Context: an optimization exercise on an open-source flow, tuned for a short achievable clock period and few clock cycles. The choices shown serve that exercise and are no tape-out recipe. Only simulation tests tie the RTL to the original design; equivalence was not proved. The flow treats the clock pin as an ideal source. Dropping or thinning the clock tree relies on that and would not hold on a real chip. Power and IR drop assume default switching activity.

==> run a: inputs <==
Design cim_node, start of the top module:
module cim_node #(
    parameter logic [1:0] NODE_ID = 2'd0
) (
    input  logic clk,
    input  logic rst_n,
    input  logic [3:0] bus_op,
    input  logic [47:0] bus_data,
    input  logic [1:0] bus_target_or_sender,
    output logic [3:0] bus_out_op,
    output logic [47:0] bus_out_data,
    output logic [1:0] bus_out_target_or_sender,
    output logic bus_drive,
    output logic is_ready
);
clock: 10.0 ns
lec_check: 0
cap_margin: 20
core_margin: 2
core_utilization: 65
place_density: 0.8
slew_margin: 20
standard.sh (not shown) runs the stock make flow with config.mk's settings and CLKGATE_MAP_FILE= SYNTH_SCRIPT=/design/flow/synth_recipe.tcl, a recipe that flattens the netlist after the stock synthesis.
==> flow/flow/run.sh <==
#!/bin/bash
# Standard layout, with timing repair aiming well past the 10 ns constraint
set -euo pipefail
bash standard.sh SETUP_SLACK_MARGIN=7 finish > standard_flow.log 2>&1
==> run b: changes against run a <==
CORE_UTILIZATION = 40   (was 65)
PLACE_DENSITY = 0.6   (was 0.8)
==> run summary <==
Between run a and run b, the lower via count is in run b (gap about 5.3%, measured against run b). Of run a and run b, run b has the higher final area (gap about 0.9%, measured against run b). Of run a and run b, run a has the higher core utilization (gap 30 points). Combinational power is about the same in run a and run b. Between run a and run b, the lower wire length is in run a (gap 1.5%, measured against run b). In sequential cell count, run b and run a do not differ.
Testbench counts of run a, summed over its fixed seeds: cycles 51,328.
Testbench counts of run b, summed over its fixed seeds: cycles 51,328.

========
==> inputs of job 1143 <==
Another version of the RTL of cim_node (not shown whole).
==> module cim_mem, before the edit <==
module cim_mem (
    input  logic clk,
    input  logic par_we,
    input  logic [5:0] par_addr,
    input  logic [15:0] par_data,
    input  logic word_v,            
    output logic [15:0] k1,
    output logic [17:0] k3,
    output logic [10:0] nk,         
    output logic [15:0] bias
);
    logic [15:0] kern [PATCH_LEN];
    logic [17:0] kern3 [PATCH_LEN];   
    logic [17:0] par_data3;
    logic [15:0] knext;
    assign knext = word_v ? kern[1] : kern[0];
    assign par_data3 = {{2{par_data[15]}}, par_data} + {par_data[15], par_data, 1'b0};
    always_ff @(posedge clk) begin
        for (int i = 0; i < PATCH_LEN; i++) begin
            if (par_we && par_addr == 6'(i)) begin
                kern[i] <= par_data;
                kern3[i] <= par_data3;
            end else if (word_v) begin
                kern[i] <= kern[(i + 1) % PATCH_LEN];
                kern3[i] <= kern3[(i + 1) % PATCH_LEN];
            end
        end
        if (par_we && par_addr == BIAS_ADDR) begin
            bias <= par_data;
        end
        k1 <= knext;
        k3 <= word_v ? kern3[1] : kern3[0];
        nk <= 11'd0 - knext[10:0];
    end
endmodule
==> module bus_tx_fill, before the edit <==
module bus_tx_fill #(
    parameter logic [1:0] NODE_ID = 2'd0
) (
    input  logic clk,
    input  logic rst_n,
    input  logic [3:0] bus_op,
    input  logic [47:0] bus_data,
    input  logic [1:0] bus_target_or_sender,
    input  logic [15:0] res0,
    input  logic [15:0] res1,
    input  logic [15:0] res2,
    input  logic [15:0] res3,
    output logic bus_drive,
    output logic [3:0] bus_out_op,
    output logic [47:0] bus_out_data
);
    logic req;
    logic [1:0] a;
    logic [1:0] n;
    assign req = (bus_op == DENSE_BROADCAST_START_OP) && (bus_target_or_sender == NODE_ID);
    assign a = bus_data[1:0];     
    assign n = bus_data[17:16];   
    logic [1:0] i2;
    logic [1:0] i1;
    logic [15:0] res [4];
    logic [15:0] lane2;
    logic [15:0] lane1;
    logic [15:0] lane0;
    assign res[0] = res0;
    assign res[1] = res1;
    assign res[2] = res2;
    assign res[3] = res3;
    assign i2 = {a[1] ^ (n[1] & (n[0] | a[0])), a[0] ^ (n[1] & ~n[0])};
    assign i1 = {a[1] ^ (a[0] & n[0]), a[0] ^ n[0]};
    assign lane2 = res[i2];
    assign lane1 = n[1] ? res[i1] : 16'h0000;
    assign lane0 = (n == 2'd3) ? (a[0] ? res1 : res0) : 16'h0000;
    always_ff @(posedge clk) begin
        bus_out_data <= {lane2, lane1, lane0};
        if (!rst_n) begin
            bus_drive <= 1'b0;
            bus_out_op <= NOP;
        end else begin
            bus_drive <= req;
            bus_out_op <= req ? DENSE_BROADCAST_DATA_OP : NOP;
        end
    end
endmodule
Settings: LEC_CHECK=0, CAP_MARGIN=20, CORE_MARGIN=2, CORE_UTILIZATION=40, PLACE_DENSITY=0.6, SLEW_MARGIN=20; clock period 10.0 ns.
==> flow/flow/run.sh <==
#!/bin/bash
# Standard layout, with timing repair aiming well past the 10 ns constraint, and the clock
# tree rebuilt after CTS as two buffer levels (the clock port drives four root buffers, each
# feeding the leaf buffers of its region; leaf buffers drive ~18 flip-flops each).
set -euo pipefail
bash standard.sh SETUP_SLACK_MARGIN=7.2 POST_CTS_TCL="$PWD/flow/post_cts.tcl" finish > standard_flow.log 2>&1
==> flow/flow/post_cts.tcl <==
# Rebuild the clock tree as two buffer levels: the clock port drives NROOT root buffers, each
# driving the leaf buffers of its region; each leaf buffer drives a cluster of nearby
# flip-flop clock pins. Every register sees the same two buffer levels.
proc ct_kmeans { pts K iters } {
  # pts: list of {x y}; returns list of cluster index per point (size-capped assignment)
  set n [llength $pts]
  set sorted [lsort -integer -index 0 [lmap p $pts {lindex $p 0}]]
  set order [lsort -integer -indices [lmap p $pts {lindex $p 0}]]
  set cx {}; set cy {}
  for {set k 0} {$k < $K} {incr k} {
    set p [lindex $pts [lindex $order [expr {int(($k + 0.5) * $n / $K)}]]]
    lappend cx [lindex $p 0]; lappend cy [lindex $p 1]
  }
  set cap [expr {int(ceil(1.1 * $n / $K))}]
  for {set it 0} {$it < $iters} {incr it} {
    set pairs {}
    for {set i 0} {$i < $n} {incr i} {
      set p [lindex $pts $i]
      for {set k 0} {$k < $K} {incr k} {
        lappend pairs [list [expr {abs([lindex $p 0] - [lindex $cx $k]) + abs([lindex $p 1] - [lindex $cy $k])}] $i $k]
      }
    }
    set pairs [lsort -integer -index 0 $pairs]
    array unset asg; array unset cnt
    for {set k 0} {$k < $K} {incr k} { set cnt($k) 0; set sx($k) 0; set sy($k) 0 }
    foreach pr $pairs {
      lassign $pr d i k
      if {[info exists asg($i)] || $cnt($k) >= $cap} continue
      set asg($i) $k; incr cnt($k)
      set p [lindex $pts $i]
      set sx($k) [expr {$sx($k) + [lindex $p 0]}]; set sy($k) [expr {$sy($k) + [lindex $p 1]}]
    }
    for {set k 0} {$k < $K} {incr k} {
      if {$cnt($k) > 0} { lset cx $k [expr {$sx($k) / $cnt($k)}]; lset cy $k [expr {$sy($k) / $cnt($k)}] }
    }
  }
  set res {}
  for {set i 0} {$i < $n} {incr i} { lappend res $asg($i) }
  return [list $res $cx $cy]
}

proc ct_place { inst x y } {
  set m [$inst getMaster]
  $inst setLocation [expr {int($x - [$m getWidth] / 2)}] [expr {int($y - [$m getHeight] / 2)}]
  $inst setPlacementStatus PLACED
}

proc rebuild_clock_tree { port_name per_leaf nroot buf } {
  set block [ord::get_db_block]
  set db [ord::get_db]
  set port_net [[$block findBTerm $port_name] getNet]
  # Walk the existing tree: clock pins are sinks, every other cell on it is tree
  set queue [list $port_net]
  set sinks {}
  set tree_insts {}
  set tree_nets {}
  while {[llength $queue]} {
    set net [lindex $queue 0]; set queue [lrange $queue 1 end]
    foreach it [$net getITerms] {
      if {[$it isOutputSignal]} continue
      set inst [$it getInst]
      if {[[$it getMTerm] getName] eq "CLK"} { lappend sinks $it; continue }
      if {[lsearch -exact $tree_insts $inst] >= 0} continue
      lappend tree_insts $inst
      foreach ot [$inst getITerms] {
        if {[$ot isOutputSignal] && [$ot getNet] ne "NULL"} {
          lappend queue [$ot getNet]; lappend tree_nets [$ot getNet]
        }
      }
    }
  }
  set pts {}
  foreach it $sinks {
    set bb [[$it getInst] getBBox]
    lappend pts [list [expr {([$bb xMin] + [$bb xMax]) / 2}] [expr {([$bb yMin] + [$bb yMax]) / 2}]]
    $it disconnect
  }
  foreach inst $tree_insts { foreach it [$inst getITerms] { if {[$it getNet] ne "NULL"} { $it disconnect } } ; odb::dbInst_destroy $inst }
  foreach net $tree_nets { odb::dbNet_destroy $net }
  set n [llength $sinks]
  set K [expr {max($nroot, int(round(double($n) / $per_leaf)))}]
  lassign [ct_kmeans $pts $K 25] asg lx ly
  set lpts {}
  for {set k 0} {$k < $K} {incr k} { lappend lpts [list [lindex $lx $k] [lindex $ly $k]] }
  lassign [ct_kmeans $lpts $nroot 25] rasg rx ry
  set master [$db findMaster $buf]
  set rnets {}
  for {set r 0} {$r < $nroot} {incr r} {
    set inst [odb::dbInst_create $block $master "clkbuf_root_$r"]
    ct_place $inst [lindex $rx $r] [lindex $ry $r]
    set net [odb::dbNet_create $block "clknet_root_$r"]
    $net setSigType CLOCK
    [$inst findITerm A] connect $port_net
    [$inst findITerm X] connect $net
    lappend rnets $net
  }
  set lnets {}
  for {set k 0} {$k < $K} {incr k} {
    set inst [odb::dbInst_create $block $master "clkbuf_leaf_$k"]
    ct_place $inst [lindex $lx $k] [lindex $ly $k]
    set net [odb::dbNet_create $block "clknet_leaf_$k"]
    $net setSigType CLOCK
    [$inst findITerm A] connect [lindex $rnets [lindex $rasg $k]]
    [$inst findITerm X] connect $net
    lappend lnets $net
  }
  for {set i 0} {$i < $n} {incr i} { [lindex $sinks $i] connect [lindex $lnets [lindex $asg $i]] }
  puts "rebuild_clock_tree: removed [llength $tree_insts] cells, $n sinks, $K leaf and $nroot root buffers"
}

rebuild_clock_tree clk 18 4 sky130_fd_sc_hd__clkbuf_16
detailed_placement
estimate_parasitics -placement
==> job 6575 (differences from job 1143) <==
--- a/flow/design.v
+++ b/flow/design.v
@@ -29,17 +29,12 @@
 );
     logic [15:0] kern [PATCH_LEN];
-    logic [17:0] kern3 [PATCH_LEN];   
-    logic [17:0] par_data3;
     logic [15:0] knext;
     assign knext = word_v ? kern[1] : kern[0];
-    assign par_data3 = {{2{par_data[15]}}, par_data} + {par_data[15], par_data, 1'b0};
     always_ff @(posedge clk) begin
         for (int i = 0; i < PATCH_LEN; i++) begin
             if (par_we && par_addr == 6'(i)) begin
                 kern[i] <= par_data;
-                kern3[i] <= par_data3;
             end else if (word_v) begin
                 kern[i] <= kern[(i + 1) % PATCH_LEN];
-                kern3[i] <= kern3[(i + 1) % PATCH_LEN];
             end
         end
@@ -48,5 +43,5 @@
         end
         k1 <= knext;
-        k3 <= word_v ? kern3[1] : kern3[0];
+        k3 <= {{2{knext[15]}}, knext} + {knext[15], knext, 1'b0};
         nk <= 11'd0 - knext[10:0];
     end
@@ -1159,19 +1154,27 @@
     assign a = bus_data[1:0];     
     assign n = bus_data[17:16];   
-    logic [1:0] i2;
-    logic [1:0] i1;
-    logic [15:0] res [4];
+    logic [15:0] at0;
+    logic [15:0] at1;
+    logic [15:0] at2;
+    logic n1;
+    logic n2;
+    logic n3;
     logic [15:0] lane2;
     logic [15:0] lane1;
     logic [15:0] lane0;
-    assign res[0] = res0;
-    assign res[1] = res1;
-    assign res[2] = res2;
-    assign res[3] = res3;
-    assign i2 = {a[1] ^ (n[1] & (n[0] | a[0])), a[0] ^ (n[1] & ~n[0])};
-    assign i1 = {a[1] ^ (a[0] & n[0]), a[0] ^ n[0]};
-    assign lane2 = res[i2];
-    assign lane1 = n[1] ? res[i1] : 16'h0000;
-    assign lane0 = (n == 2'd3) ? (a[0] ? res1 : res0) : 16'h0000;
+    always_comb begin
+        case (a)
+            2'd0: begin at0 = res0; at1 = res1; at2 = res2; end
+            2'd1: begin at0 = res1; at1 = res2; at2 = res3; end
+            2'd2: begin at0 = res2; at1 = res3; at2 = res0; end
+            default: begin at0 = res3; at1 = res0; at2 = res1; end
+        endcase
+    end
+    assign n1 = (n == 2'd1);
+    assign n2 = (n == 2'd2);
+    assign n3 = (n == 2'd3);
+    assign lane0 = n3 ? at0 : 16'h0000;
+    assign lane1 = n2 ? at0 : (n3 ? at1 : 16'h0000);
+    assign lane2 = n1 ? at0 : (n2 ? at1 : at2);
     always_ff @(posedge clk) begin
         bus_out_data <= {lane2, lane1, lane0};
==> flow/flow/run.sh (replaced) <==
#!/bin/bash
# Standard layout, with timing repair aiming well past the 10 ns constraint, and the clock
# tree rebuilt after CTS as two buffer levels (the clock port drives four root buffers, each
# feeding the leaf buffers of its region; leaf buffers drive ~24 flip-flops each).
set -euo pipefail
bash standard.sh SETUP_SLACK_MARGIN=7.2 POST_CTS_TCL="$PWD/flow/post_cts.tcl" finish > standard_flow.log 2>&1
--- a/flow/flow/post_cts.tcl
+++ b/flow/flow/post_cts.tcl
@@ -109,5 +109,5 @@
 }
 
-rebuild_clock_tree clk 18 4 sky130_fd_sc_hd__clkbuf_16
+rebuild_clock_tree clk 24 4 sky130_fd_sc_hd__clkbuf_16
 detailed_placement
 estimate_parasitics -placement
==> job 8632 (differences from job 1143) <==
--- a/flow/design.v
+++ b/flow/design.v
@@ -29,17 +29,12 @@
 );
     logic [15:0] kern [PATCH_LEN];
-    logic [17:0] kern3 [PATCH_LEN];   
-    logic [17:0] par_data3;
     logic [15:0] knext;
     assign knext = word_v ? kern[1] : kern[0];
-    assign par_data3 = {{2{par_data[15]}}, par_data} + {par_data[15], par_data, 1'b0};
     always_ff @(posedge clk) begin
         for (int i = 0; i < PATCH_LEN; i++) begin
             if (par_we && par_addr == 6'(i)) begin
                 kern[i] <= par_data;
-                kern3[i] <= par_data3;
             end else if (word_v) begin
                 kern[i] <= kern[(i + 1) % PATCH_LEN];
-                kern3[i] <= kern3[(i + 1) % PATCH_LEN];
             end
         end
@@ -48,5 +43,5 @@
         end
         k1 <= knext;
-        k3 <= word_v ? kern3[1] : kern3[0];
+        k3 <= {{2{knext[15]}}, knext} + {knext[15], knext, 1'b0};
         nk <= 11'd0 - knext[10:0];
     end
@@ -1159,19 +1154,27 @@
     assign a = bus_data[1:0];     
     assign n = bus_data[17:16];   
-    logic [1:0] i2;
-    logic [1:0] i1;
-    logic [15:0] res [4];
+    logic [15:0] at0;
+    logic [15:0] at1;
+    logic [15:0] at2;
+    logic n1;
+    logic n2;
+    logic n3;
     logic [15:0] lane2;
     logic [15:0] lane1;
     logic [15:0] lane0;
-    assign res[0] = res0;
-    assign res[1] = res1;
-    assign res[2] = res2;
-    assign res[3] = res3;
-    assign i2 = {a[1] ^ (n[1] & (n[0] | a[0])), a[0] ^ (n[1] & ~n[0])};
-    assign i1 = {a[1] ^ (a[0] & n[0]), a[0] ^ n[0]};
-    assign lane2 = res[i2];
-    assign lane1 = n[1] ? res[i1] : 16'h0000;
-    assign lane0 = (n == 2'd3) ? (a[0] ? res1 : res0) : 16'h0000;
+    always_comb begin
+        case (a)
+            2'd0: begin at0 = res0; at1 = res1; at2 = res2; end
+            2'd1: begin at0 = res1; at1 = res2; at2 = res3; end
+            2'd2: begin at0 = res2; at1 = res3; at2 = res0; end
+            default: begin at0 = res3; at1 = res0; at2 = res1; end
+        endcase
+    end
+    assign n1 = (n == 2'd1);
+    assign n2 = (n == 2'd2);
+    assign n3 = (n == 2'd3);
+    assign lane0 = n3 ? at0 : 16'h0000;
+    assign lane1 = n2 ? at0 : (n3 ? at1 : 16'h0000);
+    assign lane2 = n1 ? at0 : (n2 ? at1 : at2);
     always_ff @(posedge clk) begin
         bus_out_data <= {lane2, lane1, lane0};
--- a/flow/config.mk
+++ b/flow/config.mk
@@ -8,5 +8,5 @@
 export CAP_MARGIN = 20
 export CORE_MARGIN = 2
-export CORE_UTILIZATION = 40
-export PLACE_DENSITY = 0.6
+export CORE_UTILIZATION = 50
+export PLACE_DENSITY = 0.65
 export SLEW_MARGIN = 20
==> comparison <==
Job 6575 passed the timing, design-rule and antenna checks. Job 8632 went through all stages and came out clean. Job 1143 finished with timing, DRC and antenna clean. The highest die area belongs to job 1143, the lowest to job 8632. Worst setup slack: job 8632 > job 6575 > job 1143. Power, lowest first: job 6575, job 8632, job 1143. The lowest critical path depth belongs to job 6575, the highest to job 1143. Register-to-register slack is about the same in job 6575 and job 1143.
Testbench counts of job 1143, summed over its fixed seeds: cycles 51,328.
Testbench counts of job 6575, summed over its fixed seeds: cycles 51,328.
Testbench counts of job 8632, summed over its fixed seeds: cycles 51,328.
No run of this note takes its clock network from TritonCTS; it comes from the design's own scripts or RTL.

-- separate check: timing with driven ports --
The flow's constraints put no driver on any port. The routed layouts listed below were extracted and timed again, unchanged, in two steps. Step 1 sets driving cells, clkbuf_16 on the clock port and buf_2 on the other inputs (assumed; they add their load-dependent delay and slew). Step 2 adds t to the input delays and takes it off the output delays; t is the mean of the earliest and latest rising clock arrival at the registers after step 1. Input paths then give back, and output paths get back, about the clock's delay inside the block. Three values: ideal ports, drivers, drivers and shift; two values: the first two.
| run | t, ns | slack for setup (ns) | worst hold slack (ns) | worst data-port slew with drivers (ns) |
|---|---|---|---|---|
| run a | 0.613 | 6.835 / 6.849 / 6.237 | 0.333 / 0.333 / 0.333 | 0.06 |
| run b | 0.645 | 6.936 / 6.879 / 6.312 | 0.326 / 0.326 / 0.326 | 0.06 |
| job 1143 | 0.506 | 6.891 / 6.899 / 6.393 | 0.330 / 0.330 / 0.330 | 0.13 |
| job 6575 | 0.471 | 7.149 / 7.026 / 6.628 | 0.330 / 0.330 / 0.330 | 0.31 |
| job 8632 | 0.446 | 7.172 / 7.060 / 6.636 | 0.331 / 0.331 / 0.331 | 0.31 |
After both steps every run listed still meets setup and hold. The setup slack of run b, which loses most, moves by -0.057 ns with the drivers and by -0.624 ns with both steps.
